What follows belongs to an exercise in optimizing a design on an open flow for small area and a short achievable clock period; a production flow would make more cautious choices. Function was checked by simulation only, so behaviour that the tests miss may differ from the original. Power figures rest on the tool's default switching activity, not on a simulated workload.

**flow/design.v**
```verilog
package softmc_pkg;
  localparam int INSTR_WIDTH     = 32;
  localparam int IMEM_DEPTH      = 64;
  localparam int IMEM_ADDR_WIDTH = 6;
  localparam int ROW_ADDR_WIDTH = 17;
  localparam int BG_WIDTH       = 2;
  localparam int BANK_WIDTH     = 2;
  localparam int COL_WIDTH      = 10;
  localparam int RD_DATA_WIDTH  = 64;
  localparam int BUF_DEPTH      = 16;
  localparam int BUF_ADDR_WIDTH = $clog2(BUF_DEPTH);
  localparam int WAIT_WIDTH = 16;
  localparam int ODT_WR_DEL    = 4;
  localparam int ODT_WR_DUR    = 6;
  localparam int ODT_CNT_WIDTH = $clog2(ODT_WR_DUR);
  localparam logic [2:0] RCW_RD  = 3'b101;
  localparam logic [2:0] RCW_WR  = 3'b100;
  localparam logic [2:0] RCW_PRE = 3'b010;
  localparam logic [2:0] RCW_REF = 3'b001;
  localparam int CMD_SPARE_WIDTH  = INSTR_WIDTH - 3 - BG_WIDTH - BANK_WIDTH - ROW_ADDR_WIDTH;
  localparam int CTRL_SPARE_WIDTH = INSTR_WIDTH - 3 - WAIT_WIDTH;
  typedef enum logic [2:0] {
    OP_NOP  = 3'd0,
    OP_ACT  = 3'd1,
    OP_RD   = 3'd2,
    OP_WR   = 3'd3,
    OP_PRE  = 3'd4,
    OP_REF  = 3'd5,
    OP_WAIT = 3'd6,
    OP_END  = 3'd7
  } opcode_e;
  typedef union packed {
    struct packed {
      opcode_e                      opcode;
      logic [BG_WIDTH-1:0]          bg;
      logic [BANK_WIDTH-1:0]        bank;
      logic [ROW_ADDR_WIDTH-1:0]    addr;
      logic [CMD_SPARE_WIDTH-1:0]   spare;
    } cmd;
    struct packed {
      opcode_e                      opcode;
      logic [WAIT_WIDTH-1:0]        count;
      logic [CTRL_SPARE_WIDTH-1:0]  spare;
    } ctrl;
  } instr_u;
endpackage
`timescale 1ns/1ns
module softmc_core (
  input  logic        c0_ddr4_clk,
  input  logic        rst_n,
  input  logic        instr_valid,
  input  logic        instr_last,
  input  logic [31:0] instr_data,
  input  logic        rd_valid,
  input  logic [63:0] rd_data,
  output logic        ddr_act_n,
  output logic        ddr_cs_n,
  output logic [16:0] ddr_adr,
  output logic [1:0]  ddr_bg,
  output logic [1:0]  ddr_ba,
  output logic        ddr_odt,
  output logic        c2h_valid,
  output logic [63:0] c2h_data,
  output logic        c2h_last,
  output logic        seq_done
);
  localparam int SW = 22;                                    
  localparam logic [SW-1:0] END_WORD = {1'b0, 4'b0, 3'd7, 14'b0};
  logic [15:0] fill;         
  logic        draining, pop, pop_last, inc, dec, fill_nx0;
  logic [SW-1:0] bank_e [0:31];    
  logic [SW-1:0] bank_o [0:30];    
  logic [31:0]   sel_e, sel_o;     
  logic          par;              
  logic          fresh;            
  logic [31:0]   eff_e, eff_o;     
  logic          eff_par;
  logic          running;          
  logic          start;            
  logic          go;               
  logic [15:0]   wcnt;             
  logic [SW-1:0] fe, fo;           
  logic [SW-1:0] x;                
  logic [SW-1:0] enc;
  logic          load, adv;
  always_comb begin
    logic is_act, is_wait;
    is_act  = instr_data[31:29] == 3'd1;
    is_wait = instr_data[31:29] == 3'd6;
    enc[21]    = is_act;
    enc[20:17] = instr_data[28:25];
    enc[16:14] = is_act ? instr_data[24:22] : instr_data[31:29];
    enc[13:12] = instr_data[21:20];
    enc[11:0]  = is_wait ? instr_data[24:13] : instr_data[19:8];
  end
  assign load = instr_valid && !running;
  assign eff_e   = fresh ? 32'd1 : sel_e;
  assign eff_o   = fresh ? 32'd1 : sel_o;
  assign eff_par = fresh ? 1'b0 : par;
  always_ff @(posedge c0_ddr4_clk) begin
    for (int i = 0; i < 32; i++) begin
      if (!running && !eff_par && eff_e[i]) bank_e[i] <= enc;
    end
    for (int i = 0; i < 31; i++) begin
      if (!running && eff_par && eff_o[i]) bank_o[i] <= enc;
    end
  end
  always_ff @(posedge c0_ddr4_clk) begin
    logic [SW-1:0] re, ro;
    re = '0;
    ro = END_WORD & {SW{sel_o[31]}};
    for (int i = 0; i < 32; i++) re = re | (bank_e[i] & {SW{sel_e[i]}});
    for (int i = 0; i < 31; i++) ro = ro | (bank_o[i] & {SW{sel_o[i]}});
    fe <= re;
    fo <= ro;
  end
  assign x = par ? fo : fe;
  logic        x_act, x_rd, x_wr, x_pre, x_ref, x_wait, x_end, x_cmd, x_cnt_nz;
  logic [2:0]  x_op;
  logic [15:0] x_cnt;
  assign x_act    = x[21];
  assign x_op     = x[16:14];
  assign x_rd     = !x_act && (x_op == 3'd2);
  assign x_wr     = !x_act && (x_op == 3'd3);
  assign x_pre    = !x_act && (x_op == 3'd4);
  assign x_ref    = !x_act && (x_op == 3'd5);
  assign x_wait   = !x_act && (x_op == 3'd6);
  assign x_end    = !x_act && (x_op == 3'd7);
  assign x_cmd    = x_act || x_rd || x_wr || x_pre || x_ref;
  assign x_cnt    = {x[20:17], x[11:0]};
  assign x_cnt_nz = |x_cnt;
  assign adv = load || go;
  always_ff @(posedge c0_ddr4_clk) begin
    if (!rst_n) begin
      sel_e   <= 32'd1;
      sel_o   <= 32'd1;
      par     <= 1'b0;
      fresh   <= 1'b0;
      running <= 1'b0;
      start   <= 1'b0;
      go      <= 1'b0;
    end else begin
      start <= load && instr_last;
      fresh <= (go && x_end) || (fresh && !instr_valid);
      if (load && instr_last) begin
        sel_e <= 32'd1;
        sel_o <= 32'd1;
        par   <= 1'b0;
      end else if (adv) begin
        sel_e <= eff_par ? eff_e : {eff_e[30:0], eff_e[31]};
        sel_o <= eff_par ? {eff_o[30:0], eff_o[31]} : eff_o;
        par   <= !eff_par;
      end else begin
        sel_e <= eff_e;
        sel_o <= eff_o;
        par   <= eff_par;
      end
      if (load && instr_last) running <= 1'b1;
      else if (go && x_end)   running <= 1'b0;
      if (start)   go <= 1'b1;
      else if (go) go <= !x_end && !(x_wait && x_cnt_nz);
      else         go <= running && (wcnt == 16'd1);
    end
  end
  always_ff @(posedge c0_ddr4_clk) begin
    if (go) wcnt <= x_cnt;
    else if (wcnt != '0) wcnt <= wcnt - 1'b1;
  end
  logic wr_pin;
  logic done_r;            
  always_ff @(posedge c0_ddr4_clk) begin
    if (!rst_n) begin
      ddr_cs_n  <= 1'b1;
      ddr_act_n <= 1'b1;
      seq_done  <= 1'b0;
      done_r    <= 1'b0;
      wr_pin    <= 1'b0;
    end else begin
      ddr_cs_n  <= !(go && x_cmd);
      ddr_act_n <= !(go && x_act);
      seq_done  <= go && x_end;
      done_r    <= go && x_end && fill_nx0;
      wr_pin    <= go && x_wr;
    end
  end
  always_ff @(posedge c0_ddr4_clk) begin
    ddr_bg  <= x[20:19];
    ddr_ba  <= x[18:17];
    if (x_act) begin
      ddr_adr <= x[16:0];
    end else begin
      ddr_adr[16:14] <= x_rd  ? 3'b101 :
                        x_wr  ? 3'b100 :
                        x_pre ? 3'b010 : 3'b001;
      ddr_adr[13:10] <= 4'b0;
      ddr_adr[9:0]   <= (x_rd || x_wr) ? x[9:0] : 10'b0;
    end
  end
  logic [2:0] wr_dly;      
  logic [2:0] dur_cnt;     
  always_ff @(posedge c0_ddr4_clk) begin
    if (!rst_n) begin
      wr_dly  <= '0;
      dur_cnt <= '0;
      ddr_odt <= 1'b0;
    end else begin
      wr_dly <= {wr_dly[1:0], wr_pin};
      if (wr_dly[2]) begin
        dur_cnt <= 3'd5;
        ddr_odt <= 1'b1;
      end else if (dur_cnt != '0) begin
        dur_cnt <= dur_cnt - 1'b1;
        ddr_odt <= 1'b1;
      end else begin
        ddr_odt <= 1'b0;
      end
    end
  end
  logic [63:0] rbuf [0:15];
  logic [15:0] wsel;         
  logic [15:0] rsel;         
  logic [63:0] rword;
  assign pop      = done_r || (draining && fill[0]);
  assign fill_nx0 = inc || (dec ? fill[1] : fill[0]);
  assign pop_last = pop && !fill[1];
  assign inc      = rd_valid && !pop;
  assign dec      = pop && !rd_valid;
  always_ff @(posedge c0_ddr4_clk) begin
    for (int i = 0; i < 16; i++) begin
      if (!fill[15] && wsel[i]) rbuf[i] <= rd_data;
    end
  end
  always_comb begin
    rword = '0;
    for (int i = 0; i < 16; i++) rword = rword | (rbuf[i] & {64{rsel[i]}});
  end
  always_ff @(posedge c0_ddr4_clk) c2h_data <= rword;
  always_ff @(posedge c0_ddr4_clk) begin
    if (!rst_n) begin
      wsel      <= 16'd1;
      rsel      <= 16'd1;
      fill      <= '0;
      draining  <= 1'b0;
      c2h_valid <= 1'b0;
      c2h_last  <= 1'b0;
    end else begin
      if (rd_valid) wsel <= {wsel[14:0], wsel[15]};
      if (pop) rsel <= {rsel[14:0], rsel[15]};
      if (inc)      fill <= {fill[14:0], 1'b1};
      else if (dec) fill <= {1'b0, fill[15:1]};
      draining  <= pop && !pop_last;
      c2h_valid <= pop;
      c2h_last  <= pop_last;
    end
  end
endmodule
```
**flow/flow/run.sh**
```bash
#!/bin/bash
# The standard layout (standard.sh, unchanged synthesis and steps) with two
# changes: every port is buffered with buf_2 instead of the default delay-cell
# buffer, and CTS adds no dummy loads. ORFS writes each step's log under
# orfs/logs; standard.sh's own output goes to standard.log here.
set -euo pipefail
export BUFFER_PORTS_ARGS="-buffer_cell sky130_fd_sc_hd__buf_2"
export CTS_ARGS="-sink_clustering_enable -repair_clock_nets -sink_clustering_size 25 -sink_clustering_max_diameter 100 -dont_use_dummy_load"
bash standard.sh > standard.log 2>&1
```
**flow/standard.sh**
```bash
#!/bin/bash
# synth_recipe.tcl (not shown) runs the flow's synth.tcl, then flattens the netlist and writes it again
# the make line also repeats each setting of config.mk as NAME=value (left out here)
make -C /OpenROAD-flow-scripts/flow DESIGN_CONFIG=/design/flow/config.mk WORK_HOME=/design/flow/orfs CLKGATE_MAP_FILE= SYNTH_SCRIPT=/design/flow/synth_recipe.tcl "${@:-finish}"
```
**flow/config.mk**
```make
export PLATFORM = sky130hd
export DESIGN_NAME = softmc_core
export DESIGN_NICKNAME = softmc_core
export VERILOG_FILES = /design/flow/design.v
export SDC_FILE = /design/flow/constraint.sdc
export NUM_CORES = 4
export LEC_CHECK = 0
export ABC_CLOCK_PERIOD_IN_PS = 2000
export CAP_MARGIN = 20
export CORE_MARGIN = 2
export CORE_UTILIZATION = 72
export CTS_CLUSTER_DIAMETER = 100
export CTS_CLUSTER_SIZE = 25
export SETUP_SLACK_MARGIN = 1.45
export SLEW_MARGIN = 20
```
**flow/constraint.sdc**
```tcl
create_clock -name core_clock -period 3.3 [get_ports {c0_ddr4_clk}]
set_input_delay 0.6600 -clock core_clock [delete_from_list [all_inputs] [get_ports {c0_ddr4_clk}]]
set_output_delay 0.6600 -clock core_clock [all_outputs]
set_load 0.01 [all_outputs]
```
==> run notes, run 1 <==
Port bufs = 183
Largest net degree at the start of global routing = 65
Delay-heaviest family, CP = flip-flops
Least-Margin Pin Slew = 1.12 ns
Req. time, crit path = 2.64 ns
1st-pass router iterations = 6
Die height = 367 um
Place WS = 0.613 ns
Slowest stage cell, crit path = dfxtp_4
Via-to-Cell Ratio = 7.65
Row count = 133
Worst hold start = instr_valid
Max-slew violations = 0
Die footprint = 135000 um^2
CTS Buffer Depth = 3
CTS Buf Count = 117
Asr flop ratio synth = 0
Final WS setup = 1.35 ns
Setup_tns = 0 ns
HP Class = in -> reg
Critical path type = reg -> out
Final routed wire length divided by cell count = 38.0 um
RD Place Congestion = 0.868
Share of cells above drive strength 1 = 0.188
CTS tree = built
I/O pin count = 192
Status = timing/DRC/antenna clean
Total power = 56.8 mW
WP buf/inv = 1
Post-DP HPWL = 154 mm
Clock Pin Slew Worst Setup and Hold Paths = 0.10 ns
Antenna violations before repair = 20
GRT overflow = 0
Core area = 131000 um^2
Max incr delay on CP = 0.41 ns
Cell variety after synth = 57
Starting Density = 0.723
Syn Inst Count = 5164
Design Area, Final = 106000 um^2
Layout Utilization = 0.806
Syn_area_per_cell = 18.4 um^2
Clock Sink Count = 2687
Final hold viol count = 0
Placed cells = 7048
Final nets = 5646
H-tree depth = 3
Tightest hold margin = 0.204 ns
Post-synth EDFFs = 2426
YS warnings = 4
Number of remaining DRC errors = 0
P&R area growth vs syn = 11.5%
Slew HR = 0.255
Ys flop type = edfxtp_1
Mapped Area = 94800 um^2
Leak = 33.5 nW
Final min period = 1.95 ns
Vias = 55864
Post-Syn Nets = 5271
# setup viols final = 0
Fmax achieved = 514 MHz
Worst VDD drop = 0.000579 V
Unrepaired setup endpoints after global routing = yes
Worst Clk Skew = 0.0497 ns
Final ANT Viol Nets = 0
Crit path DAT = 1.29 ns
Commonest non-fill, non-tap cell in the layout = edfxtp_1
Max-cap viol count = 0
Reg2Reg Launch Point = wcnt[2]
Global-route usage over all layers = 0.408
Layout Cells excl Fill = 7306
Initial drt markers = 9421
Yosys reg bits = 2687
Placed Instance Area = 99700 um^2
Seq/Total Area, Yosys = 0.824
Die W = 367 um
Most frequent cells in the layout = edfxtp_1 (2426), a22oi_1 (601), a22o_1 (284), buf_4 (268), a221oi_1 (263)
Crit path max fanout = 1
Crit start category = flop
PD cells = 537 nW/um^2
WL final = 278 mm
First-pass GRT wire length = 386 mm
CP Cell Sequence = buf_6
Clock latency (worst-skew pair) = 0.78 ns
Fin crit share = 0.590
Clk root buf = clkbuf_16
Setup crit end kind = output port
Vias in the first global route = 53281
Crit. Startpoint = ddr_adr[4]
==> Yosys cell counts (2+ instances only) <==
cell type	count	area (um^2)
nor2_1	35	131
o31a_1	3	26.3
o21a_1	6	45.0
nand2b_1	7	43.8
and2_1	81	507
a21o_1	2	15.0
nor4_1	7	43.8
and3_1	2	12.5
dfxtp_1	261	5230
nand2_1	162	608
buf_2	29	145
nand3b_1	34	255
ha_1	6	75.1
a22o_1	284	2490
nor2b_1	34	213
xnor2_1	4	35.0
o22ai_1	2	12.5
inv_1	12	45.0
o21ai_0	23	115
xor2_1	8	70.1
mux2i_1	43	430
nor3_1	12	60.1
nor4_2	2	25.0
a21boi_0	14	105
nand4_1	196	1230
a21oi_1	72	360
a22oi_1	608	4560
edfxtp_1	2426	72800
nand3_1	56	280
or4_1	49	368
buf_1	27	101
o21ai_1	8	40.0
mux2_2	24	270
a222oi_1	19	190
a221oi_1	284	2490
clkbuf_1	301	1130
==> registers in the layout, summed over array words and instances, names as in the netlist, 2 cells and up <==
signal	cells
ddr_bg	2
fe	22
ddr_ba	2
c2h_data	64
wcnt	16
dur_cnt	3
rsel	16
sel_o	32
bank_o	682
wr_dly	3
fo	22
bank_e	704
rbuf	1024
sel_e	32
wsel	16
fill	16
ddr_adr	17
==> repair_timing <==
| item | 4_1_cts | 5_1_grt |
|---|---|---|
| hold buffers | 0 | 0 |
| resized for setup | 394 | 155 |
| endpoints found under the setup margin | 1677 | 1303 |
| buffers inserted | 52 | 69 |
| cloned | 2 | 3 |
| endpoints found under the hold margin | 0 | 0 |
| pin swaps | 27 | 34 |
==> report_power, final <==
part	internal, mW	switching (mW)
registers	37.7	0.374
logic	1.09	1.88
clock network	6.31	9.48
==> cell type report <==
type / instances / area, um^2
flip-flops and latches: 2687 / 78400
fillers: 6672 / 25400
multi-input cells: 2108 / 16000
repair buffers: 612 / 6050
clock buffers: 117 / 2930
well taps: 1755 / 2200
inverters: 13 / 52.6
diodes: 14 / 35.0
==> worst paths after layout <==
check                    end  slack [ns]  depth (start not counted)
setup / recovery  ddr_adr[4]        1.35                          1
hold / removal         fresh        0.20                          3
setup reg to reg     wcnt[7]        1.37                          4
hold reg to reg    wr_dly[1]        0.44                          1
==> cell families after synthesis <==
logic type | count (synthesis) | share of synthesized area
adder cells (fa/ha/maj) | 6 | 0.000792
AND/OR/NAND/NOR | 683 | 0.0404
buffers and inverters | 371 | 0.0152
multiplexers | 68 | 0.00755
flip-flops | 2687 | 0.824
XOR/XNOR | 12 | 0.00111
AO/OA/AOI/OAI | 1337 | 0.111
==> layer usage <==
metal | part of all wire | GRT usage
met3 | 0.15 | 0.0922
met1 | 0.33 | 0.572
met5 | 0.00026 | 0
met2 | 0.47 | 0.634
met4 | 0.050 | 0.174
==> run 2: changes to the inputs <==
--- a/flow/config.mk
+++ b/flow/config.mk
@@ -11,5 +11,5 @@
 export CORE_UTILIZATION = 72
 export CTS_CLUSTER_DIAMETER = 100
 export CTS_CLUSTER_SIZE = 25
-export SETUP_SLACK_MARGIN = 1.45
+export SETUP_SLACK_MARGIN = 1.35
 export SLEW_MARGIN = 20
==> run 2 against run 1 <==
  * Still clean
  * Via count decreased by 1.4%
  * Clock power about the same
  * Critical path depth is 4 higher
  * Power is 0.63% lower
  * Synthesized area unchanged
  * Clock skew is 0.0050 ns lower
  * Synthesized cell count did not move
  * Die area unchanged
  * Final cell count decreased by 1.1%
  * Sequential power is essentially flat
  * Count of clock-buffer cells in the layout unchanged
  * Worst setup slack got worse by 0.10 ns
  * Critical path type is now reg -> reg
==> run notes, run 2 <==
Starting Density = 0.723 (unchanged)
Final hold viol count = 0 (unchanged)
Initial drt markers = 9224 (-2.1%)
Syn_area_per_cell = 18.4 um^2 (unchanged)
Crit path DAT = 2.71 ns (+1.42 ns)
Post-Syn Nets = 5271 (unchanged)
Commonest non-fill, non-tap cell in the layout = edfxtp_1
CTS Buffer Depth = 3 (unchanged)
1st-pass router iterations = 6 (unchanged)
Leak = 32.8 nW (-2.0%)
Clock latency (worst-skew pair) = 0.77 ns (about the same)
Core area = 131000 um^2 (unchanged)
RD Place Congestion = 0.868 (unchanged)
PD cells = 542 nW/um^2 (+0.96%)
Worst VDD drop = 0.000583 V (+0.63%)
Vias = 55068 (-1.4%)
Area leader, netlist = edfxtp_1
GRT overflow = 0 (unchanged)
Vias in the first global route = 52904 (-0.71%)
Max reg flops = 1024 (unchanged)
Worst hold start = instr_valid
Filler cells = 6926 (+3.8%)
Most frequent cells in the layout = edfxtp_1 (2426), a22oi_1 (607), a22o_1 (284), a221oi_1 (273), buf_4 (246)
WL final = 274 mm (-1.6%)
Req. time, crit path = 3.96 ns (+1.32 ns)
Max-cap viol count = 0 (unchanged)
# setup viols final = 0 (unchanged)
CP Cell Sequence = buf_4, mux2i_1, nor2_1, buf_4, a22oi_1
Critical path type = reg -> reg
YS warnings = 4 (unchanged)
Port bufs = 183 (unchanged)
Share of cells above drive strength 1 = 0.161 (-0.0270)
Critical R2R Capture = ddr_adr[14]
Fmax achieved = 488 MHz (-5.0%)
Final ANT Viol Nets = 0 (unchanged)
Cell variety after synth = 57 (unchanged)
Die footprint = 135000 um^2 (unchanged)
Die height = 367 um (unchanged)
Clock Sink Count = 2687 (unchanged)
Leading post-synthesis cells by cell area = edfxtp_1 (77%), dfxtp_1 (5.5%), a22oi_1 (4.8%), a221oi_1 (2.6%), a22o_1 (2.6%)
Seq/Total Area, Yosys = 0.824 (unchanged)
H-tree depth = 3 (unchanged)
CTS tree = built
Max incr delay on CP = 0.71 ns (+0.30 ns)
P&R area growth vs syn = 9.78%
Slowest stage cell, crit path = mux2i_1
Setup_tns = 0 ns (unchanged)
Internal reg-to-reg setup slack = 1.25 ns (-0.12 ns)
CTS Buf Count = 117 (unchanged)
List of most frequent post-synthesis cells = edfxtp_1 (2426), a22oi_1 (608), clkbuf_1 (301)
Worst Clk Skew = 0.0447 ns (-0.00497 ns)
Global-route usage over all layers = 0.403 (-0.00580)
Tightest hold margin = 0.200 ns (-0.00452 ns)
Worst reg-to-reg path cell count = 5 (+1)
Setup crit end kind = flop
Placed Instance Area = 99700 um^2 (unchanged)
Via-to-Cell Ratio = 7.62 (-0.37%)
Slew HR = 0.231 (-0.0236)
Hold Crit Endpoint = fresh
Post-DP HPWL = 154 mm (unchanged)
Asr flop ratio synth = 0 (unchanged)
Clk root buf = clkbuf_16
Largest net degree at the start of global routing = 65 (unchanged)
Most common cell in the synthesized netlist = edfxtp_1
First-pass GRT wire length = 381 mm (-1.2%)
Final routed wire length divided by cell count = 37.8 um (-0.53%)
Crit path max fanout = 11 (+10)
Unrepaired setup endpoints after global routing = yes
Least-Margin Pin Slew = 1.15 ns (+0.0353 ns)
Total power = 56.4 mW (-0.63%)
Antenna violations before repair = 20 (unchanged)
Yosys reg bits = 2687 (unchanged)
Post-synth EDFFs = 2426 (unchanged)
Worst path most repeated cell = buf_4
Regs by FF count = rbuf: 1024 flops, bank_e: 704 flops, bank_o: 682 flops
Top cell type's share of synthesized area = 0.769 (unchanged)
Design Area, Final = 104000 um^2 (-1.6%)
Clock Pin Slew Worst Setup and Hold Paths = 0.10 ns (about the same)
I/O pin count = 192 (unchanged)
Fin crit share = 0.621 (+0.0311)
Final nets = 5569 (-1.4%)
Final min period = 2.05 ns (+0.103 ns)
Row count = 133 (unchanged)
Syn Inst Count = 5164 (unchanged)
Max-slew violations = 0 (unchanged)
Reg2Reg Launch Point = par
Number of remaining DRC errors = 0 (unchanged)
Worst hold path cell count = 3 (unchanged)
Biggest register = rbuf
HP Class = in -> reg
Mapped Area = 94800 um^2 (unchanged)
Status = timing/DRC/antenna clean
Ys flop type = edfxtp_1
Crit start category = flop
Die W = 367 um (unchanged)
-- run 2: power by group --
| group | total, mW | switching, mW | internal [mW] |
|---|---|---|---|
| clock network | 15.8 | 9.47 | 6.31 |
| registers | 38.0 | 0.368 | 37.7 |
| logic | 2.63 | 1.75 | 0.874 |
| total | 56.4 | 11.6 | 44.9 |
-- run 2: through the flow --
step                      utilization  worst slack (ns)  std cells
after floorplan                     -             0.812       5164
after global placement          0.760             0.684       7048
after detailed placement        0.760             0.613       7048
after CTS                       0.788              1.26       7175
after global routing            0.793              1.21       7222
final                           0.794              1.25       7229
-- run 2: final cells by class --
class | instances | area [um^2] | area share
Timing Repair Buffer | 536 | 4760 | 0.0458
Sequential cell | 2687 | 78300 | 0.752
Inverter | 13 | 48.8 | 0.000469
Multi-Input combinational cell | 2107 | 15800 | 0.152
Antenna cell | 14 | 35.0 | 0.000337
Clock buffer | 117 | 2930 | 0.0281
Tap cell | 1755 | 2200 | 0.0211
-- run 2: cell families (layout without fill, tap and decap cells) --
group                    Yosys count  count (layout)  synth area share
multiplexers                      68              68           0.00755
adder cells (fa/ha/maj)            6               6          0.000792
buffers and inverters            371             666            0.0152
XOR/XNOR                          12              12           0.00111
AO/OA/AOI/OAI                   1337            1338             0.111
other                              0              14                 0
AND/OR/NAND/NOR                  683             683            0.0404
flip-flops                      2687            2687             0.824
-- run 2: how the worst max path moves through the flow --
stage                         startpoint             end  slack, ns  cells past startpoint
after floorplan                 fill[15]     rbuf[10][0]       0.81                      1
after global placement    instr_data[29]  bank_e[23][11]       0.68                      4
after detailed placement  instr_data[29]   bank_e[9][11]       0.61                      4
after CTS                        running   bank_e[5][21]       1.26                      4
after global routing      instr_data[29]    bank_o[6][5]       1.21                      4
final                                par     ddr_adr[14]       1.25                      5
-- run 2: routing by layer --
| layer | vias to the layer above | GRT usage | routed length (um) |
|---|---|---|---|
| met5 | - | 0 | 54 |
| met3 | 778 | 0.0865 | 39700 |
| met2 | 4654 | 0.627 | 128000 |
| li1 | 21878 | - | - |
| met1 | 27748 | 0.566 | 92600 |
| met4 | 10 | 0.166 | 13500 |
-- run 2: timing repair --
action	CTS	global route
endpoints found under the setup margin	1197	653
buffers inserted	9	36
gates cloned	1	3
gates resized for setup	230	78
hold buffers	0	0
pin swaps	5	13
-- run 2: worst max-delay path, delay by kind of cell (launching register included) --
family	cells	cell delay, ns
simple gates	1	0.15
buf+inv	2	0.42
flops	1	0.39
mux	1	0.71
compound gates	1	0.27
==> run 3: changes to the inputs <==
==> flow/run.sh (new file) <==
#!/bin/bash
# synth_recipe.tcl (not shown) runs the flow's synth.tcl, then flattens the netlist and writes it again
# the make line also repeats each setting of config.mk as NAME=value (left out here)
make -C /OpenROAD-flow-scripts/flow DESIGN_CONFIG=/design/flow/config.mk WORK_HOME=/design/flow/orfs CLKGATE_MAP_FILE= SYNTH_SCRIPT=/design/flow/synth_recipe.tcl finish
--- a/flow/config.mk
+++ b/flow/config.mk
@@ -11,5 +11,5 @@
 export CORE_UTILIZATION = 72
 export CTS_CLUSTER_DIAMETER = 100
 export CTS_CLUSTER_SIZE = 25
-export SETUP_SLACK_MARGIN = 1.35
+export SETUP_SLACK_MARGIN = 1.45
 export SLEW_MARGIN = 20
removed: flow/flow/run.sh
removed: flow/standard.sh
==> run 3 against run 2 <==
  * Still clean
  * Synthesized cell count is the same
  * Wire length grew 2.6%
  * Power grew 2.7%
  * Critical endpoint is now fo[3]
  * Largest cell class unchanged
==> run notes, run 3 <==
Crit path DAT = 2.57 ns (-0.14 ns)
CTS Buf Count = 117 (unchanged)
Vias in the first global route = 53101 (+0.37%)
Via-to-Cell Ratio = 7.61 (about the same)
Slowest stage cell, crit path = or4_4
I/O pin count = 192 (unchanged)
GRT overflow = 0 (unchanged)
Worst reg-to-reg path cell count = 6 (+1)
Vias = 56583 (+2.8%)
First-pass GRT wire length = 384 mm (+0.90%)
PD cells = 540 nW/um^2 (-0.40%)
Setup crit end kind = flop
CP Cell Sequence = buf_12, buf_8, a22o_1, a221oi_2, nand3_1, or4_4
Port bufs = 183 (unchanged)
Unrepaired setup endpoints after global routing = yes
Design Area, Final = 107000 um^2 (+3.2%)
Worst VDD drop = 0.000534 V (-8.4%)
Critical R2R Capture = fo[3]
Final hold viol count = 0 (unchanged)
Layout Cells excl Fill = 7434 (+2.8%)
Placed cells = 7039 (-0.13%)
Placed Instance Area = 100000 um^2 (+0.64%)
CTS Buffer Depth = 3 (unchanged)
Ys flop type = edfxtp_1
Critical path type = reg -> reg
Sequential Power Share = 0.656 (-0.018)
Max reg flops = 1024 (unchanged)
Leak = 34.0 nW (+3.6%)
Final min period = 1.94 ns (-0.105 ns)
Row count = 133 (unchanged)
Asr flop ratio synth = 0 (unchanged)
1st-pass router iterations = 7 (+1)
Net Sw Power = 12.1 mW (+4.7%)
Final ANT Viol Nets = 0 (unchanged)
RD Place Congestion = 0.888 (+2.3%)
Fmax achieved = 514 MHz (+5.4%)
Initial drt markers = 9878 (+7.1%)
Post-synth EDFFs = 2426 (unchanged)
Reg2Reg Launch Point = sel_o[4]
Regs by FF count = rbuf: 1024 flops, bank_e: 704 flops, bank_o: 682 flops
# setup viols final = 0 (unchanged)
Largest net degree at the start of global routing = 65 (unchanged)
Max layer used = met5
Post-Syn Nets = 5271 (unchanged)
H-tree depth = 3 (unchanged)
Filler cells = 6430 (-7.2%)
Most common cell in the synthesized netlist = edfxtp_1
Die height = 367 um (unchanged)
Seq/Total Area, Yosys = 0.824 (unchanged)
Leading post-synthesis cells by cell area = edfxtp_1 (77%), dfxtp_1 (5.5%), a22oi_1 (4.8%), a221oi_1 (2.6%), a22o_1 (2.6%)
Worst Clk Skew = 0.0347 ns (-0.0100 ns)
Biggest register = rbuf
Mapped Area = 94800 um^2 (unchanged)
Least-Margin Pin Slew = 0.998 ns (-0.155 ns)
Post-DP HPWL = 150 mm (-2.5%)
Comb power frac = 0.054 (+0.007)
Die footprint = 135000 um^2 (unchanged)
Top cell type's share of synthesized area = 0.769 (unchanged)
Commonest non-fill, non-tap cell in the layout = edfxtp_1
Die W = 367 um (unchanged)
CTS tree = built
Core area = 131000 um^2 (unchanged)
Syn_area_per_cell = 18.4 um^2 (unchanged)
Cell variety after synth = 57 (unchanged)
Layout Utilization = 0.819 (+0.0250)
Crit start category = flop
Tightest hold margin = 0.292 ns (+0.0921 ns)
Antenna violations before repair = 18 (-10%)
Worst hold start = instr_data[21]
Total power = 58.0 mW (+2.7%)
Internal power = 45.9 mW (+2.2%)
Status = timing/DRC/antenna clean
Max incr delay on CP = 0.57 ns (-0.14 ns)
Clock Pin Slew Worst Setup and Hold Paths = 0.10 ns (about the same)
Syn Inst Count = 5164 (unchanged)
Met3 WL = 41.8 mm (+5.3%)
YS warnings = 4 (unchanged)
Fin crit share = 0.589 (-0.0317)
Slew HR = 0.334 (+0.103)
Clock latency (worst-skew pair) = 0.78 ns (about the same)
Global-route usage over all layers = 0.406 (+0.00330)
Critical Path Sink = fo[3]
Place WS = 0.251 ns (-0.361 ns)
Final WS setup = 1.36 ns (+0.105 ns)
Share of cells above drive strength 1 = 0.174 (+0.0126)
Final routed wire length divided by cell count = 37.8 um (-0.22%)
DR WL met2 = 130 mm (+1.9%)
Req. time, crit path = 3.93 ns (-0.03 ns)
Crit. Startpoint = sel_o[4]
Max-cap viol count = 0 (unchanged)
Clock Sink Count = 2687 (unchanged)
HP Class = in -> reg
P&R area growth vs syn = 13.2%
Setup_tns = 0 ns (unchanged)
List of most frequent post-synthesis cells = edfxtp_1 (2426), a22oi_1 (608), clkbuf_1 (301)
Internal reg-to-reg setup slack = 1.36 ns (+0.10 ns)
Hold_buf cts = 0 (unchanged)
Number of remaining DRC errors = 0 (unchanged)
Clk root buf = clkbuf_16
Crit path max fanout = 5 (-6)
Yosys reg bits = 2687 (unchanged)
Area leader, netlist = edfxtp_1
Starting Density = 0.723 (unchanged)
M1 WL = 91.8 mm (-0.86%)
WL final = 281 mm (+2.6%)
Final nets = 5679 (+2.0%)
Clk pwr share = 0.290 (+0.010)
Net Sw Frac = 0.209 (+0.00387)
Most frequent cells in the layout = edfxtp_1 (2426), a22oi_1 (602), a22o_1 (283), a221oi_1 (262), buf_4 (262)
Max-slew violations = 0 (unchanged)
run 3: cell counts after synthesis:
Identical to the previous run, type by type.
run 3: final cells by class:
class | instances | area (um^2) | share of cell area
Antenna cell | 6 | 15.0 | 0.000140
Tap cell | 1755 | 2200 | 0.0205
Sequential cell | 2687 | 78400 | 0.731
Timing Repair Buffer | 646 | 7180 | 0.0669
Multi-Input combinational cell | 2107 | 16100 | 0.150
Clock buffer | 219 | 3400 | 0.0316
Clock inverter | 1 | 16.3 | 0.000152
Inverter | 13 | 61.3 | 0.000571
run 3: worst min path at each step:
| stage | to | slack [ns] | cells past startpoint |
|---|---|---|---|
| 2_1_floorplan | wr_dly[0] | 0.41 | 1 |
| 3_3_place_gp | wr_dly[1] | 0.41 | 1 |
| 3_5_place_dp | wr_dly[0] | 0.43 | 1 |
| 4_1_cts | bank_o[28][13] | 0.25 | 1 |
| 5_1_grt | bank_o[28][13] | 0.26 | 1 |
| 6_report | bank_o[28][13] | 0.29 | 1 |
run 3: power groups by stage:
stage	Sequential, mW	Combinational (mW)	Clock (mW)
2_1_floorplan	38.7	1.11	0
3_3_place_gp	38.8	2.41	0
3_5_place_dp	38.8	2.48	0
4_1_cts	38.0	2.77	16.8
5_1_grt	38.1	3.26	17.8
6_report	38.0	3.12	16.8
run 3: timing repair:
action                      CTS  global route
pin swaps                    27            50
resized for setup           773           185
setup endpoints to repair  2343          1850
cloned                        8            11
setup buffers               101            47
run 3: kinds of logic after synthesis:
kind of cell    synth area share
compound gates             0.111
fa+ha+maj               0.000792
xor+xnor                 0.00111
buf+inv                   0.0152
mux                      0.00755
simple gates              0.0404
flops                      0.824
run 3: per-layer routing:
metal | vias up | track usage
met2 | 4988 | 0.635
met1 | 28418 | 0.560
met3 | 968 | 0.0817
met4 | 18 | 0.194
met5 | - | 0
li1 | 22191 | -
run 3: critical path: cells and delay by family (launching register included):
kind	cells	cell delay, ns
buffers and inverters	2	0.26
DFF	1	0.38
and+or+nand+nor	2	0.71
AOI/OAI and AO/OA	2	0.43
==> run 4: changes to the inputs <==
--- a/flow/config.mk
+++ b/flow/config.mk
@@ -11,5 +11,5 @@
 export CORE_UTILIZATION = 72
 export CTS_CLUSTER_DIAMETER = 100
 export CTS_CLUSTER_SIZE = 25
-export SETUP_SLACK_MARGIN = 1.45
+export SETUP_SLACK_MARGIN = 1.4
 export SLEW_MARGIN = 20
==> run 4 against run 3 <==
  * Still clean
  * Non-clock buffer count is 65 lower
  * Synthesized cell count stayed put
  * Maximum frequency is 1.3% lower
  * Global-route usage is 0.65 points lower
  * Register-to-register slack worse by 0.03 ns
  * Die area stayed put
  * Design area is 1.2% lower
  * Combinational power is 5% lower
  * Via count is 2.1% lower
  * Synthesized area stayed put
  * Critical path type unchanged
  * Largest power group unchanged
==> run notes, run 4 <==
Status = timing/DRC/antenna clean
Largest net degree at the start of global routing = 65 (unchanged)
Asr flop ratio synth = 0 (unchanged)
Leading post-synthesis cells by cell area = edfxtp_1 (77%), dfxtp_1 (5.5%), a22oi_1 (4.8%), a221oi_1 (2.6%), a22o_1 (2.6%)
Placed cells = 7039 (unchanged)
Setup_tns = 0 ns (unchanged)
Die W = 367 um (unchanged)
CTS Buf Count = 117 (unchanged)
WL final = 273 mm (-2.7%)
Clk root buf = clkbuf_16
Commonest non-fill, non-tap cell in the layout = edfxtp_1
Clock latency (worst-skew pair) = 0.78 ns (about the same)
Crit path max fanout = 13 (+8)
Max reg flops = 1024 (unchanged)
CTS Buffer Depth = 3 (unchanged)
Vias in the first global route = 52594 (-0.95%)
Clock Pin Slew Worst Setup and Hold Paths = 0.10 ns (about the same)
# setup viols final = 0 (unchanged)
Ys flop type = edfxtp_1
Post-synth EDFFs = 2426 (unchanged)
Final hold viol count = 0 (unchanged)
Largest family of logic cells by synthesized area = compound AO/OA/AOI/OAI gates
Area leader, netlist = edfxtp_1
Cell variety after synth = 57 (unchanged)
Syn Inst Count = 5164 (unchanged)
Crit. Startpoint = sel_o[17]
Mapped Area = 94800 um^2 (unchanged)
Yosys reg bits = 2687 (unchanged)
CTS tree = built
Final min period = 1.97 ns (+0.0264 ns)
Fmax achieved = 507 MHz (-1.3%)
Slowest stage cell, crit path = or4_4
Req. time, crit path = 3.93 ns (about the same)
Starting Density = 0.723 (unchanged)
Fin crit share = 0.597 (+0.00800)
List of most frequent post-synthesis cells = edfxtp_1 (2426), a22oi_1 (608), clkbuf_1 (301)
Final ANT Viol Nets = 0 (unchanged)
Vias = 55417 (-2.1%)
Setup crit end kind = flop
Top cell type's share of synthesized area = 0.769 (unchanged)
Final routed wire length divided by cell count = 37.1 um (-1.8%)
Unrepaired setup endpoints after global routing = yes
Crit start category = flop
Most frequent cells in the layout = edfxtp_1 (2426), a22oi_1 (604), a22o_1 (283), a221oi_1 (266), buf_4 (258)
Placed Instance Area = 100000 um^2 (unchanged)
Leak = 33.4 nW (-1.7%)
H-tree depth = 3 (unchanged)
Adder-cell share of the synthesized area = 0.000792 (unchanged)
Share of cells above drive strength 1 = 0.161 (-0.0133)
Regs by FF count = rbuf: 1024 flops, bank_e: 704 flops, bank_o: 682 flops
Max-slew violations = 0 (unchanged)
Max-cap viol count = 0 (unchanged)
Row count = 133 (unchanged)
Die footprint = 135000 um^2 (unchanged)
First-pass GRT wire length = 379 mm (-1.4%)
Clock Sink Count = 2687 (unchanged)
Post-DP HPWL = 150 mm (unchanged)
Syn_area_per_cell = 18.4 um^2 (unchanged)
RD Place Congestion = 0.888 (unchanged)
Seq/Total Area, Yosys = 0.824 (unchanged)
Port bufs = 183 (unchanged)
Mux share of post-synthesis cell area = 0.00755 (unchanged)
YS warnings = 4 (unchanged)
Core area = 131000 um^2 (unchanged)
Post-synthesis simple-gate area fraction = 0.0404 (unchanged)
Via-to-Cell Ratio = 7.52 (-1.2%)
Die height = 367 um (unchanged)
Final nets = 5614 (-1.1%)
Worst hold start = instr_data[27]
Most common cell in the synthesized netlist = edfxtp_1
1st-pass router iterations = 6 (-1)
Total power = 57.8 mW (-0.38%)
Biggest register = rbuf
Antenna violations before repair = 14 (-4)
Worst VDD drop = 0.000534 V (about the same)
PD cells = 545 nW/um^2 (+0.87%)
Max incr delay on CP = 0.58 ns (about the same)
Slew HR = 0.308 (-0.0266)
Tightest hold margin = 0.294 ns (+0.00221 ns)
Global-route usage over all layers = 0.399 (-0.00648)
GRT overflow = 0 (unchanged)
CP Cell Sequence = buf_4, a222oi_1, nand3_1, or4_4
Reg2Reg Launch Point = sel_o[17]
HP Class = in -> reg
Initial drt markers = 9188 (-7.0%)
Design Area, Final = 106000 um^2 (-1.2%)
Share of the synthesized area in compound gates (AO/OA/AOI/OAI) = 0.111 (unchanged)
Post-synthesis xor/xnor area fraction = 0.00111 (unchanged)
Number of remaining DRC errors = 0 (unchanged)
P&R area growth vs syn = 11.8%
Layout Cells excl Fill = 7369 (-0.87%)
Post-Syn Nets = 5271 (unchanged)
Least-Margin Pin Slew = 1.04 ns (+0.0399 ns)
Crit path DAT = 2.60 ns (+0.03 ns)
Worst Clk Skew = 0.0323 ns (-0.00242 ns)
Critical path type = reg -> reg
I/O pin count = 192 (unchanged)
run 4: layer usage:
metal | global-route usage | share of wire | vias to the layer above
met3 | 0.0826 | 0.14 | 788
li1 | - | - | 22061
met5 | 0 | 0.00023 | -
met4 | 0.180 | 0.053 | 12
met2 | 0.626 | 0.47 | 4636
met1 | 0.554 | 0.34 | 27920
run 4: through the flow:
stage                      util  setup WS, ns
final                     0.809          1.33
after global routing      0.809          1.32
after CTS                 0.800          1.32
after detailed placement  0.765         0.251
after global placement    0.765         0.332
after floorplan               -         0.812
run 4: kinds of logic (layout without fill, tap and decap cells):
logic type,Yosys count,in the layout
flops,2687,2687
compound gates,1337,1337
simple gates,683,684
buf+inv,371,814
mux,68,68
xor+xnor,12,12
fa+ha+maj,6,6
other cells,0,6
run 4: final cells by class:
type,instances,area [um^2]
clock inverters,1,16.3
well taps,1755,2200
multi-input cells,2107,15900
diodes,6,15.0
flip-flops and latches,2687,78400
clock buffers,219,3400
repair buffers,581,6000
fillers,6677,25100
inverters,13,61.3
run 4: worst paths after layout:
path | end | slack, ns | depth (start not counted)
hold reg to reg | wr_dly[0] | 0.45 | 1
setup reg to reg | fo[3] | 1.33 | 4
hold / removal | bank_o[14][19] | 0.29 | 1
setup / recovery | fo[3] | 1.33 | 4
run 4: repair_timing:
action	4_1_cts	5_1_grt
gates resized for setup	665	173
buffers inserted	60	36
hold buffers	0	0
cloned	3	4
pin swaps	21	25
endpoints found under the setup margin	2065	1492
endpoints found under the hold margin	0	0
run 4: where the power goes:
group          switching (mW)  internal (mW)
Sequential              0.367           37.7
Clock                    9.80           6.98
Combinational            1.83           1.11
run 4: worst max-delay path: cells and delay by family (launching register included):
kind	cells	cell delay (ns)
AO/OA/AOI/OAI	1	0.42
buffers and inverters	1	0.23
AND/OR/NAND/NOR	2	0.73
flip-flops	1	0.44
==> run 5: changes to the inputs <==
==> flow/flow/run.sh (new file) <==
#!/bin/bash
# The standard layout (standard.sh, unchanged synthesis and steps) with two
# changes: every port is buffered with buf_4 instead of the default delay-cell
# buffer, and CTS adds no dummy loads. ORFS writes each step's log under
# orfs/logs; standard.sh's own output goes to standard.log here.
set -euo pipefail
export BUFFER_PORTS_ARGS="-buffer_cell sky130_fd_sc_hd__buf_4"
export CTS_ARGS="-sink_clustering_enable -repair_clock_nets -sink_clustering_size 22 -sink_clustering_max_diameter 90 -dont_use_dummy_load"
bash standard.sh > standard.log 2>&1
==> flow/standard.sh (new file) <==
#!/bin/bash
# synth_recipe.tcl (not shown) runs the flow's synth.tcl, then flattens the netlist and writes it again
# the make line also repeats each setting of config.mk as NAME=value (left out here)
make -C /OpenROAD-flow-scripts/flow DESIGN_CONFIG=/design/flow/config.mk WORK_HOME=/design/flow/orfs CLKGATE_MAP_FILE= SYNTH_SCRIPT=/design/flow/synth_recipe.tcl "${@:-finish}"
--- a/flow/config.mk
+++ b/flow/config.mk
@@ -8,8 +8,8 @@
 export ABC_CLOCK_PERIOD_IN_PS = 2000
 export CAP_MARGIN = 20
 export CORE_MARGIN = 2
-export CORE_UTILIZATION = 72
-export CTS_CLUSTER_DIAMETER = 100
-export CTS_CLUSTER_SIZE = 25
+export CORE_UTILIZATION = 75
+export CTS_CLUSTER_DIAMETER = 90
+export CTS_CLUSTER_SIZE = 22
 export SETUP_SLACK_MARGIN = 1.4
 export SLEW_MARGIN = 20
removed: flow/run.sh
==> run 5 against run 4 <==
  * Final cell count decreased by 2.9%
  * Global-route usage is 2.1 points higher
  * Combinational power down 3%
  * Design area fell by 0.51%
  * Power rose by 0.82%
  * Sequential share of layout area grew 0.43 points
  * Core utilization grew 3.2 points
  * Critical path depth grew 2
  * Worst setup slack worse by 0.025 ns
  * First-iteration DRC count is 11% higher
  * Via count rose by 0.94%
  * Maximum frequency fell by 1.2%
  * Largest cell class unchanged
  * Largest power group unchanged
==> run notes, run 5 <==
Unrepaired setup endpoints after global routing = yes
Net Sw Frac = 0.205 (-0.00306)
Place WS = 0.646 ns (+0.394 ns)
Largest net degree at the start of global routing = 65 (unchanged)
1st-pass router iterations = 8 (+2)
Status = timing/DRC/antenna clean
Max layer used = met5
Top cell type's share of synthesized area = 0.769 (unchanged)
Crit path max fanout = 16 (+3)
H-tree depth = 4 (+1)
WL final = 273 mm (about the same)
Ys flop type = edfxtp_1
Final WS setup = 1.30 ns (-0.0246 ns)
Vias in the first global route = 53954 (+2.6%)
Max reg flops = 1024 (unchanged)
Seq/Total Area, Yosys = 0.824 (unchanged)
DR WL met2 = 127 mm (-1.2%)
CTS Buffer Depth = 3 (unchanged)
Most common cell in the synthesized netlist = edfxtp_1
Clock Pin Slew Worst Setup and Hold Paths = 0.09 ns (about the same)
Slew HR = 0.257 (-0.0509)
Leading post-synthesis cells by cell area = edfxtp_1 (77%), dfxtp_1 (5.5%), a22oi_1 (4.8%), a221oi_1 (2.6%), a22o_1 (2.6%)
CTS tree = built
Least-Margin Pin Slew = 1.11 ns (+0.0764 ns)
Multi-input logic area = 15800 um^2 (-0.66%)
Comb power frac = 0.049 (-0.002)
M1 WL = 88.1 mm (-4.5%)
Clock latency (worst-skew pair) = 0.80 ns (+0.02 ns)
Post-DP HPWL = 149 mm (-0.61%)
First-pass GRT wire length = 382 mm (+0.71%)
Vias = 55938 (+0.94%)
Starting Density = 0.755 (+0.0320)
Worst VDD drop = 0.000606 V (+13%)
Port bufs = 183 (unchanged)
Met3 WL = 42.1 mm (+11%)
Final routed wire length divided by cell count = 38.2 um (+3.0%)
List of most frequent post-synthesis cells = edfxtp_1 (2426), a22oi_1 (608), clkbuf_1 (301)
Sequential Power Share = 0.654 (-0.005)
Area leader, netlist = edfxtp_1
CTS Buf Count = 140 (+20%)
I/O pin count = 192 (unchanged)
Layout Cells excl Fill = 7154 (-2.9%)
RD Place Congestion = 0.887 (about the same)
Clk root buf = clkbuf_16
Initial drt markers = 10178 (+11%)
Worst reg-to-reg path cell count = 6 (+2)
Fmax achieved = 501 MHz (-1.2%)
Fin crit share = 0.605 (+0.00746)
Row count = 130 (-2.3%)
Clock Sink Count = 2687 (unchanged)
GRT overflow = 0 (unchanged)
Setup crit end kind = flop
Regs by FF count = rbuf: 1024 flops, bank_e: 704 flops, bank_o: 682 flops
Antenna violations before repair = 15 (+1)
Placed Instance Area = 99800 um^2 (-0.56%)
Filler cells = 5668 (-15%)
Net Sw Power = 11.9 mW (-0.66%)
Internal power = 46.3 mW (+1.2%)
CP Cell Sequence = buf_4, nand2b_2, nor2_4, clkbuf_16, and2_1, buf_6
Max incr delay on CP = 0.44 ns (-0.14 ns)
Clk pwr share = 0.297 (+0.007)
Worst hold path cell count = 1 (unchanged)
Asr flop ratio synth = 0 (unchanged)
Hold_buf cts = 0 (unchanged)
Final ANT Viol Nets = 0 (unchanged)
Core area = 126000 um^2 (-4.2%)
P&R area growth vs syn = 11.3%
Syn_area_per_cell = 18.4 um^2 (unchanged)
Commonest non-fill, non-tap cell in the layout = edfxtp_1
# setup viols final = 0 (unchanged)
PD cells = 552 nW/um^2 (+1.3%)
Max-cap viol count = 0 (unchanged)
Global-route usage over all layers = 0.420 (+0.0208)
Max-slew violations = 0 (unchanged)
YS warnings = 4 (unchanged)
Worst Clk Skew = 0.0439 ns (+0.0116 ns)
Critical path type = reg -> reg
Placed cells = 6926 (-1.6%)
Cell variety after synth = 57 (unchanged)
Crit start category = flop
Leak = 33.4 nW (about the same)
Setup_tns = 0 ns (unchanged)
Crit path DAT = 2.46 ns (-0.14 ns)
Most frequent cells in the layout = edfxtp_1 (2426), a22oi_1 (604), buf_4 (332), a22o_1 (284), a221oi_1 (273)
Via-to-Cell Ratio = 7.82 (+4.0%)
Total power = 58.2 mW (+0.82%)
Die height = 360 um (-2.0%)
Register area = 78400 um^2 (about the same)
Design Area, Final = 105000 um^2 (-0.51%)
Number of remaining DRC errors = 0 (unchanged)
Req. time, crit path = 3.77 ns (-0.16 ns)
Share of cells above drive strength 1 = 0.180 (+0.0197)
Final min period = 2.00 ns (+0.0246 ns)
Post-Syn Nets = 5271 (unchanged)
Final nets = 5602 (-0.21%)
Biggest register = rbuf
Mapped Area = 94800 um^2 (unchanged)
Post-synth EDFFs = 2426 (unchanged)
Die W = 360 um (-2.0%)
Yosys reg bits = 2687 (unchanged)
Die footprint = 129000 um^2 (-4.0%)
Final hold viol count = 0 (unchanged)
HP Class = in -> reg
Slowest stage cell, crit path = dfxtp_4
Syn Inst Count = 5164 (unchanged)
run 5: cell counts after synthesis:
Identical to the previous run, type by type.
run 5: through the flow:
| stage | utilization | hold slack, ns |
|---|---|---|
| final | 0.840 | 0.148 |
| after detailed placement | 0.795 | 0.427 |
| after CTS | 0.833 | 0.117 |
| after global placement | 0.795 | 0.422 |
| after global routing | 0.840 | 0.144 |
| after floorplan | - | 0.412 |
run 5: logic make-up (layout without fill, tap and decap cells):
kind of cell,count (synthesis),in the layout,synth area share
compound gates,1337,1338,0.111
xor+xnor,12,12,0.00111
fa+ha+maj,6,6,0.000792
buf+inv,371,699,0.0152
flops,2687,2687,0.824
mux,68,68,0.00755
other cells,0,11,0
simple gates,683,683,0.0404
run 5: area by class of cell:
cell class              count  area share
diodes                     11    0.000261
clock buffers             140      0.0332
inverters                  13    0.000463
multi-input cells        2107       0.150
flip-flops and latches   2687       0.744
well taps                1650      0.0196
repair buffers            546      0.0526
run 5: final timing paths:
kind	start	end	slack (ns)
min	rd_data[26]	rbuf[11][26]	0.15
max	par	bank_o[14][9]	1.30
min reg2reg	wr_dly[1]	wr_dly[2]	0.44
max reg2reg	par	bank_o[14][9]	1.30
run 5: worst max-delay path, delay by kind of cell (launching register included):
kind | cells | cell delay, ns
buffers and inverters | 3 | 0.64
DFF | 1 | 0.44
and+or+nand+nor | 3 | 0.57
run 5: power by group through the flow:
| stage | registers, mW | clock network [mW] | logic, mW |
|---|---|---|---|
| finish | 38.1 | 17.3 | 2.87 |
| global route | 38.1 | 18.3 | 3.00 |
| CTS | 38.1 | 17.2 | 2.60 |
| detailed placement | 38.8 | 0 | 2.40 |
| global placement | 38.8 | 0 | 2.32 |
| floorplan | 38.7 | 0 | 1.11 |
run 5: repair_timing:
action                                  CTS  global route
endpoints found under the hold margin     0             0
gates resized for setup                 370           111
gates cloned                              1             3
setup buffers                            36            37
pin swaps                                17            21
setup endpoints to repair              1566          1080
run 5: routing by layer:
layer  vias to the layer above  global-route usage
li1                      21938                   -
met1                     27712               0.572
met2                      5305               0.651
met3                       973               0.105
met4                        10               0.205
met5                         -                   0

static timing again, ports no longer ideal:
The flow's constraints put no driver on any port. The routed layouts listed below were extracted and timed again, unchanged, in two steps.
Step 1: set_driving_cell puts a clkbuf_16 on c0_ddr4_clk and a buf_2 on each other input, an assumption about the parent block.
Step 2 adds t to the input delays and takes it off the output delays; t is the mean of the earliest and latest rising clock arrival at the registers after step 1. Input paths then give back, and output paths get back, about the clock's delay inside the block.
a / b / c = ideal ports / drivers / drivers and shift; a / b = the first two.
| run | shift t [ns] | setup slack, ns | latest minus earliest clock arrival (ns) | slew at the worst register clock pin (ns) | worst data-port slew with drivers (ns) |
|---|---|---|---|---|---|
| run 1 | 0.841 | 1.353 / 1.268 / 0.980 | 0.060 / 0.060 | 0.10 / 0.10 | 0.15 |
| run 2 | 0.840 | 1.251 / 1.251 / 0.517 | 0.060 / 0.059 | 0.11 / 0.11 | 0.15 |
| run 3 | 0.853 | 1.355 / 1.275 / 0.695 | 0.040 / 0.041 | 0.11 / 0.11 | 0.17 |
| run 4 | 0.853 | 1.329 / 1.275 / 0.686 | 0.039 / 0.039 | 0.10 / 0.10 | 0.15 |
| run 5 | 0.863 | 1.304 / 1.240 / 0.633 | 0.054 / 0.054 | 0.09 / 0.09 | 0.16 |
After both steps setup and hold are still met in every run listed. The setup slack of run 2, which loses most, moves by 0.000 ns with the drivers and by -0.734 ns with both steps.
